This is an optimization exercise on Yosys and OpenROAD, whose aim is a short achievable clock period and few clock cycles, not a production implementation. In this exercise RTL edits were held to simulation tests only and were not proved equivalent to the original. Power is estimated from default activity; no workload was simulated.

==> flow/design.v, too long to show whole: its modules and the start of the top module <==
// module muldiv_unit_p: 1770 lines
module muldiv_unit_p #(
    parameter int WIDTH = 32
) (
    input  logic             clk,
    input  logic             reset,
    input  logic             start,
    input  logic [2:0]       op,
    input  logic [WIDTH-1:0] src_a,
    input  logic [WIDTH-1:0] src_b,
    input  logic             cancel,
    input  logic             wr_en,
    input  logic             wr_hi,
    input  logic [WIDTH-1:0] wr_data,
    output logic             busy,
    output logic             done,
    output logic [WIDTH-1:0] hi,
    output logic [WIDTH-1:0] lo
);
  // ...
==> flow/flow/run.sh <==
#!/bin/bash
# Standard ORFS layout (the standard.sh, standard synthesis unchanged) with:
#  - port buffers of a plain buffer cell (buffer_ports otherwise picks a
#    delay cell), still one buffer on every input and output.
set -euo pipefail
MARGIN=$(cat flow/margin.txt)
bash standard.sh SETUP_SLACK_MARGIN=$MARGIN "BUFFER_PORTS_ARGS=-buffer_cell sky130_fd_sc_hd__buf_4" finish > make_finish.log 2>&1
==> flow/flow/margin.txt <==
7.5
==> flow/standard.sh <==
#!/bin/bash
# synth_recipe.tcl (not shown) runs the flow's synth.tcl, then flattens the netlist and writes it again
# the make line also repeats each setting of config.mk as NAME=value (left out here)
make -C /OpenROAD-flow-scripts/flow DESIGN_CONFIG=/design/flow/config.mk WORK_HOME=/design/flow/orfs CLKGATE_MAP_FILE= SYNTH_SCRIPT=/design/flow/synth_recipe.tcl "${@:-finish}"
==> flow/config.mk <==
export PLATFORM = sky130hd
export DESIGN_NAME = muldiv_unit_p
export DESIGN_NICKNAME = muldiv_unit_p
export VERILOG_FILES = /design/flow/design.v
export SDC_FILE = /design/flow/constraint.sdc
export NUM_CORES = 4
export LEC_CHECK = 0
export CAP_MARGIN = 40
export CORE_MARGIN = 2
export CORE_UTILIZATION = 40
export SLEW_MARGIN = 30
==> flow/constraint.sdc <==
create_clock -name core_clock -period 12.0 [get_ports {clk}]
set_input_delay 2.4000 -clock core_clock [delete_from_list [all_inputs] [get_ports {clk}]]
set_output_delay 2.4000 -clock core_clock [all_outputs]
set_load 0.01 [all_outputs]
==> metrics.md, run 1 <==
| Metric | Value |
|---|---|
| PwrDens | around 300 nW/um^2 |
| Sw Pwr | 0.0278 W |
| CP Data Required Time | 12.66 ns |
| Number of synthesized flops with an enable pin | 266 |
| CTS Root Cell | clkbuf_16 |
| Inverters | about 1000 |
| Largest area contributor in the netlist | ha_1 |
| # clk buffers | 126 |
| Via count | 138000 |
| Residual DRC | 0 |
| Worst Tran Pin Value | 1.07 ns |
| Worst Path Buf+Inv | 4 |
| IO Pins | 171 |
| Gates resized, CTS repair | 2117 |
| FP Rows | 204 |
| DPL Wire Length | 613 mm |
| Distinct cells, synth | 91 |
| Met1 GRT Util | 0.567 |
| Largest register by flop count | mo_q |
| Synth top area share | 0.131 |
| Top-count cell post-synth | ha_1 |
| NonClk Buf Share | 0.124 |
| Die width | 560 um |
| Max cap viols | 0 |
| Top Metal Used | met5 |
| Status | complete, no violations |
Testbench counts, summed over its fixed seeds: cycles 12,378.
==> run 2: changes to the inputs <==
--- a/flow/design.v
+++ b/flow/design.v
@@ -1731,40 +1731,44 @@
         end else begin
             rem  <= rem_n;
             quo  <= quo << 4;
             qq   <= qq_n;
             qm   <= qm_n;
             cnt  <= cnt - 3'd1;
         end
     end
-    logic        hsel, wr_ok, div_ok;
-    logic [31:0] hm, lm, ho, lo_o, hi_base, lo_base, ho_d, lo_o_d;
-    assign hi = hsel ? hm : ho;
-    assign lo = hsel ? lm : lo_o;
-    assign wr_ok   = !busy && wr_en && !(start && !cancel);
-    assign div_ok  = busy && fin && !cancel && !st_mul;
-    assign hi_base = hsel ? hm : ho;
-    assign lo_base = hsel ? lm : lo_o;
+    logic        hsel, dsel, wr_ok, early_ok;
+    logic [31:0] hm, lm, hd, ld, ho, lo_o, hi_base, lo_base, ho_d, lo_o_d;
+    assign hi = hsel ? hm : dsel ? hd : ho;
+    assign lo = hsel ? lm : dsel ? ld : lo_o;
+    assign wr_ok    = !busy && wr_en && !(start && !cancel);
+    assign early_ok = st_prep && early && !cancel;
+    assign hi_base  = hsel ? hm : dsel ? hd : ho;
+    assign lo_base  = hsel ? lm : dsel ? ld : lo_o;
     always_comb begin
-        if (div_ok)                ho_d = st_prep ? a_q : div_hi;
+        if (early_ok)              ho_d = a_q;
         else if (wr_ok && wr_hi)   ho_d = wr_data;
         else                       ho_d = hi_base;
-        if (div_ok)                lo_o_d = st_prep ? {32{bz}} : div_lo;
+        if (early_ok)              lo_o_d = {32{bz}};
         else if (wr_ok && !wr_hi)  lo_o_d = wr_data;
         else                       lo_o_d = lo_base;
     end
     always_ff @(posedge clk) begin
         hm <= mul_res[63:32];
         lm <= mul_res[31:0];
+        hd <= div_hi;
+        ld <= div_lo;
     end
     always_ff @(posedge clk or posedge reset) begin
         if (reset) begin
-            hsel  <= 1'b0;
+            hsel <= 1'b0;
+            dsel <= 1'b0;
             ho   <= '0;
             lo_o <= '0;
         end else begin
-            hsel  <= st_mul && !cancel;
+            hsel <= st_mul && !cancel;
+            dsel <= st_div && last && !cancel;
             ho   <= ho_d;
             lo_o <= lo_o_d;
         end
     end
 endmodule
==> metrics.md, run 2 <==
| Metric | Value |
|---|---|
| Number of synthesized flops with an enable pin | 266 (unchanged) |
| Die width | 560 um (about the same) |
| CTS buffer count | 116 (was 101) |
| Post-synthesis sequential area ratio | 0.181 (was 0.170) |
| Clk sinks | 966 (was 901) |
| IO Port Bufs | 170 (unchanged) |
| Distinct cells, synth | 100 (was 91) |
| Tool error message | [ERROR GRT-0232] Routing congestion too high. Check the congestion heatmap in the GUI. |
| Overflow after GRT | 5 |
| Synth top area share | 0.131 (about the same) |
| Max Root-Sink Buffers | 3 (unchanged) |
| Largest net degree at the start of global routing | 96 |
| Syn avg cell area | 8.24 sq um (was 8.19 sq um) |
| CTS Root Cell | clkbuf_16 (unchanged) |
| Yosys warnings | 1 (unchanged) |
| Top cells by count, synth | a21oi_1, ha_1, xnor2_1 (was ha_1, a21oi_1, xnor2_1) |
| Die H | 560 um (about the same) |
| FP Rows | 204 (unchanged) |
| Syn Std Cell Area | 124000 sq um (about the same) |
| Placed cell area | 130000 sq um (was 131000 sq um) |
| GP Congestion | 1.09 (was 1.10) |
| Yosys reg bits | 966 (was 901) |
| Largest area contributor in the netlist | ha_1 (unchanged) |
| Post-synth net total | 17000 (was 17100) |
| DPL Wire Length | 525 mm (was 613 mm) |
| Ys async rst share | 0.0735 (was 0.0777) |
| IO Pins | 171 (unchanged) |
| Top-count cell post-synth | a21oi_1 (was ha_1) |
| Synth area leaders | ha_1, dfxtp_1, fa_1 (was ha_1, fa_1, dfxtp_1) |
| Post-synth top flop | dfxtp_1 (unchanged) |
| Starting Density | 0.401 (about the same) |
| Failed at | global routing (5_1_grt) |
| Gr usage total | 0.452 |
| Syn Inst Count | 15000 (was 15100) |
| Status | stopped before the end (was complete, no violations) |
| CTS H-tree depth | 3 (unchanged) |
[run 2: changes by cell type after synthesis, sizes merged, moves of 56 or more]
cell and delta:
nor2b +56, a21oi +69, o21ai -78, nor3 -71
a21o +95, dfxtp +64
[run 2: per-stage QoR]
step	utilization	setup slack (ns)	hold slack, ns	power, W	cells
4_1_cts	0.498	7.06	0.431	0.0433	19700
3_3_place_gp	0.421	4.76	0.412	0.0345	18600
2_1_floorplan	-	6.34	0.407	0.0239	15000
3_5_place_dp	0.423	4.96	0.415	0.0345	18600
[run 2: worst min-delay path by stage]
| stage | startpoint | end | slack, ns |
|---|---|---|---|
| 4_1_cts | quo[13] | quo[17] | 0.43 |
| 3_5_place_dp | quo[13] | quo[17] | 0.41 |
| 3_3_place_gp | quo[13] | quo[17] | 0.41 |
| 2_1_floorplan | quo[24] | quo[28] | 0.41 |
[run 2: kinds of logic after synthesis]
group / count (synthesis) / synth area share
mux: 228 / 0.0188
flops: 966 / 0.181
simple gates: 3043 / 0.117
compound gates: 5019 / 0.266
fa+ha+maj: 1892 / 0.228
buf+inv: 2088 / 0.0640
xor+xnor: 1776 / 0.126
[run 2: repair_timing]
action,4_1_cts
buffers inserted,780
endpoints found under the setup margin,572
hold buffers,0
gates cloned,88
resized for setup,2243
pin swaps,649
[run 2: power groups by stage]
stage               clock network (W)  registers (W)  logic, W
global placement                    0        0.00522    0.0292
floorplan                           0        0.00508    0.0188
CTS                           0.00400        0.00520    0.0341
detailed placement                  0        0.00523    0.0293
[run 2: routing by layer]
metal / track usage / GRT overflow
met1: 0.531 / 0
met2: 0.659 / 5
met3: 0.171 / 0
met4: 0.357 / 0
met5: 0.0273 / 0
Testbench counts of run 2, summed over its fixed seeds: cycles 12,378.
==> run 3: changes to the inputs <==
==> flow/flow/margin.txt (replaced) <==
8
==> metrics.md, run 3 <==
| Metric | Value |
|---|---|
| Largest area contributor in the netlist | ha_1 (unchanged) |
| Die width | 560 um (unchanged) |
| Largest register by flop count | mo_q |
| Pre-CTS setup slack | 4.69 ns (was 4.96 ns) |
| Worst Path Buf+Inv | 13 |
| Area Growth Syn to Fin | 38.9% |
| Yosys reg bits | 966 (unchanged) |
| CTS buffer count | 137 (was 116) |
| Top cells by count, synth | a21oi_1, ha_1, xnor2_1 (unchanged) |
| FP Rows | 204 (unchanged) |
| Syn Inst Count | 15000 (unchanged) |
| Slew HR | 0.176 |
| Synth top area share | 0.131 (unchanged) |
| Via count | 142000 |
| Syn avg cell area | 8.24 sq um (unchanged) |
| Post-Layout Inst Area | 172000 sq um |
| Syn Std Cell Area | 124000 sq um (unchanged) |
| First DRT Iteration DRCs | 23100 |
| Share of layout cells above drive strength 1 | 0.304 |
| Crit path DAT | roughly 5.9 ns |
| Reg area | about 22000 sq um |
| Max cap viols | 0 |
| CTS tree | built |
| Crit path kind | reg -> reg |
| Final WL | 860 mm |
| Slowest stage delay, CP | 0.95 ns |
| Post-DR vias/cell | 6.88 |
| Reg2Reg Launch Point | bm_q[3] |
| Post-Layout Cell Count | 20600 |
| CP Data Required Time | 12.69 ns |
| IO Port Bufs | 170 (unchanged) |
| Distinct cells, synth | 100 (unchanged) |
| Status | complete, no violations (was stopped before the end) |
| Placed cell area | 131000 sq um (was 130000 sq um) |
| Leakage | slightly above 70 nW |
| Fill cells | 27600 |
| Final slew viol count | 0 |
| First-pass GRT wire length | 1120 mm |
| Final nets | between 15000 and 20000 |
| Initial DRT Pass Iterations | 12 |
| Crit path from | bm_q[3] |
| Final Skew | 0.102 ns |
| Most frequent cells in the layout | buf_4, ha_1, a21oi_1 |
| Worst Tran Pin Value | 1.23 ns |
| Cell mode on critical path | buf_6 |
| Gr usage total | 0.516 |
| WP depth | 27 |
| GP Congestion | 1.13 (was 1.09) |
| Largest net degree at the start of global routing | 58 |
| PwrDens | a little over 300 nW/um^2 |
| Max VDD drop | 0.000484 V |
| Final min period | 5.16 ns |
| Final worst path period share | 0.430 |
| Worst setup EP type | flip-flop |
| Starting Density | 0.401 (unchanged) |
| CTS H-tree depth | 4 (was 3) |
| Top-count cell post-synth | a21oi_1 (unchanged) |
| Multi-input logic area | 110000 sq um |
| Final worst slack | 6.84 ns |
| Wirelength per Cell | around 42 um |
| CTS Root Cell | clkbuf_16 (unchanged) |
| Critical path endpoint | rem[6] |
| Fmax | roughly 190 MHz |
| Number of synthesized flops with an enable pin | 266 (unchanged) |
| Reg-to-reg slack, setup | 6.84 ns |
| R2R Path End | rem[6] |
| RSZ-0062 raised after global routing | true |
| Largest register FFs | around 260 |
| Vias in the first global route | 129000 |
| Final hold slack | 0.408 ns |
| Fin. Hold Viols | 0 |
| Ys async rst share | 0.0735 (unchanged) |
| DPL Wire Length | 577 mm (was 525 mm) |
| Critical path peak fanout | 6 |
| Die H | 560 um (unchanged) |
| Overflow after GRT | 0 |
| Residual DRC | 0 |
| Reg2reg path depth | 27 |
| Post-synth net total | 17000 (unchanged) |
| Startpoint type of the worst setup path | flip-flop |
| IO Pins | 171 (unchanged) |
| Commonest non-fill, non-tap cell in the layout | buf_4 |
| Final setup TNS | 0 ns |
| Post-synthesis sequential area ratio | 0.181 (unchanged) |
| Synth area leaders | ha_1, dfxtp_1, fa_1 (unchanged) |
| Clk sinks | 966 (unchanged) |
| Crit path max-delay family | compound AO/OA/AOI/OAI gates |
| Worst skew pair latency | 0.91 ns |
| Antenna violations before repair | between 80 and 90 |
| Worst-path clk slew | around 0.070 ns |
| Endpoints failing setup | 0 |
| Max Root-Sink Buffers | 4 (was 3) |
| Path category of the worst min-delay check | reg -> reg |
| Placed cell count | 18700 (was 18600) |
| Hold_buf cts | 0 (unchanged) |
| CP max-delay cell | a2111oi_4 |
| Post-synth top flop | dfxtp_1 (unchanged) |
| Yosys warnings | 1 (unchanged) |
| Die area | 314000 sq um |
| Routed Antenna Nets | 0 |
| Core ar. | 308000 sq um |
==> run 3: cell counts after synthesis <==
No cell type changed its count.
==> run 3: final cells by class <==
cell class | instances | share of cell area
clock inverters | 69 | 0.00496
multi-input cells | 12000 | 0.638
diodes | 92 | 0.00134
well taps | 4120 | 0.0300
clock buffers | 177 | 0.0220
flip-flops and latches | 966 | 0.131
inverters | 1063 | 0.0251
repair buffers | 2181 | 0.148
==> run 3: cells by family (layout without fill, tap and decap cells) <==
family                   Yosys count  after routing  synth area share
AO/OA/AOI/OAI                   5019           5019             0.266
flip-flops                       966            966             0.181
other                              0             92                 0
XOR/XNOR                        1776           1776             0.126
AND/OR/NAND/NOR                 3043           3047             0.117
multiplexers                     228            228            0.0188
buffers and inverters           2088           3490            0.0640
adder cells (fa/ha/maj)         1892           1892             0.228
==> run 3: worst min-delay path by stage <==
stage                  from  endpoint  slack, ns  depth (start not counted)
finish              quo[12]   quo[16]       0.41                          1
global route        quo[18]   quo[22]       0.44                          1
global placement    quo[15]   quo[19]       0.42                          1
floorplan           quo[25]   quo[29]       0.40                          2
CTS                 quo[12]   quo[16]       0.43                          1
detailed placement  quo[16]   quo[20]       0.42                          1
==> run 3: where the power goes <==
group	internal, W	switching (W)
logic	0.0163	0.0264
clock network	0.00254	0.00192
registers	0.00457	0.000698
==> run 3: through the flow <==
stage / utilization / total power (W)
after floorplan: - / 0.0242
after global placement: 0.424 / 0.0362
after detailed placement: 0.426 / 0.0362
after CTS: 0.527 / 0.0466
after global routing: 0.556 / 0.0536
final: 0.557 / 0.0524
==> run 3: per-layer routing <==
layer	vias to the layer above	track usage	share of wire
met5	-	0.0143	0.0017
met4	58	0.473	0.12
met3	4346	0.240	0.15
met2	12200	0.681	0.37
met1	69000	0.612	0.36
li1	56300	-	-
==> run 3: repair_timing <==
item | in CTS | in global routing
resized for setup | 3103 | 1123
pin swaps | 1044 | 728
setup endpoints to repair | 656 | 617
buffers inserted | 1123 | 339
gates cloned | 105 | 14

## what the ideal ports hide
Ports are ideal in the flow. The routed layouts listed here were re-timed in OpenROAD.
Step 1 sets driving cells, clkbuf_16 on the clock port and buf_2 on the other inputs (assumed; they add their load-dependent delay and slew).
Step 2 times the ports against the registers' clock, not the clock port: input delays grow and output delays shrink by t, the midpoint of the rising clock arrivals with the driver on.
Slacks: ideal / step 1 / step 2; pairs: ideal / step 1.
run | t, ns | setup WS [ns] | hold WS [ns] | cell pins on the clock port's net
run 1 | 0.864 | 6.787 / 6.787 / 5.930 | 0.423 / 0.423 / 0.423 | 1
run 3 | 0.976 | 6.839 / 6.799 / 5.840 | 0.408 / 0.408 / 0.408 | 1
After both steps setup and hold are still met in every run listed. For run 3, which loses most, drivers alone change the setup slack by -0.040 ns; drivers and shift together by -0.999 ns.
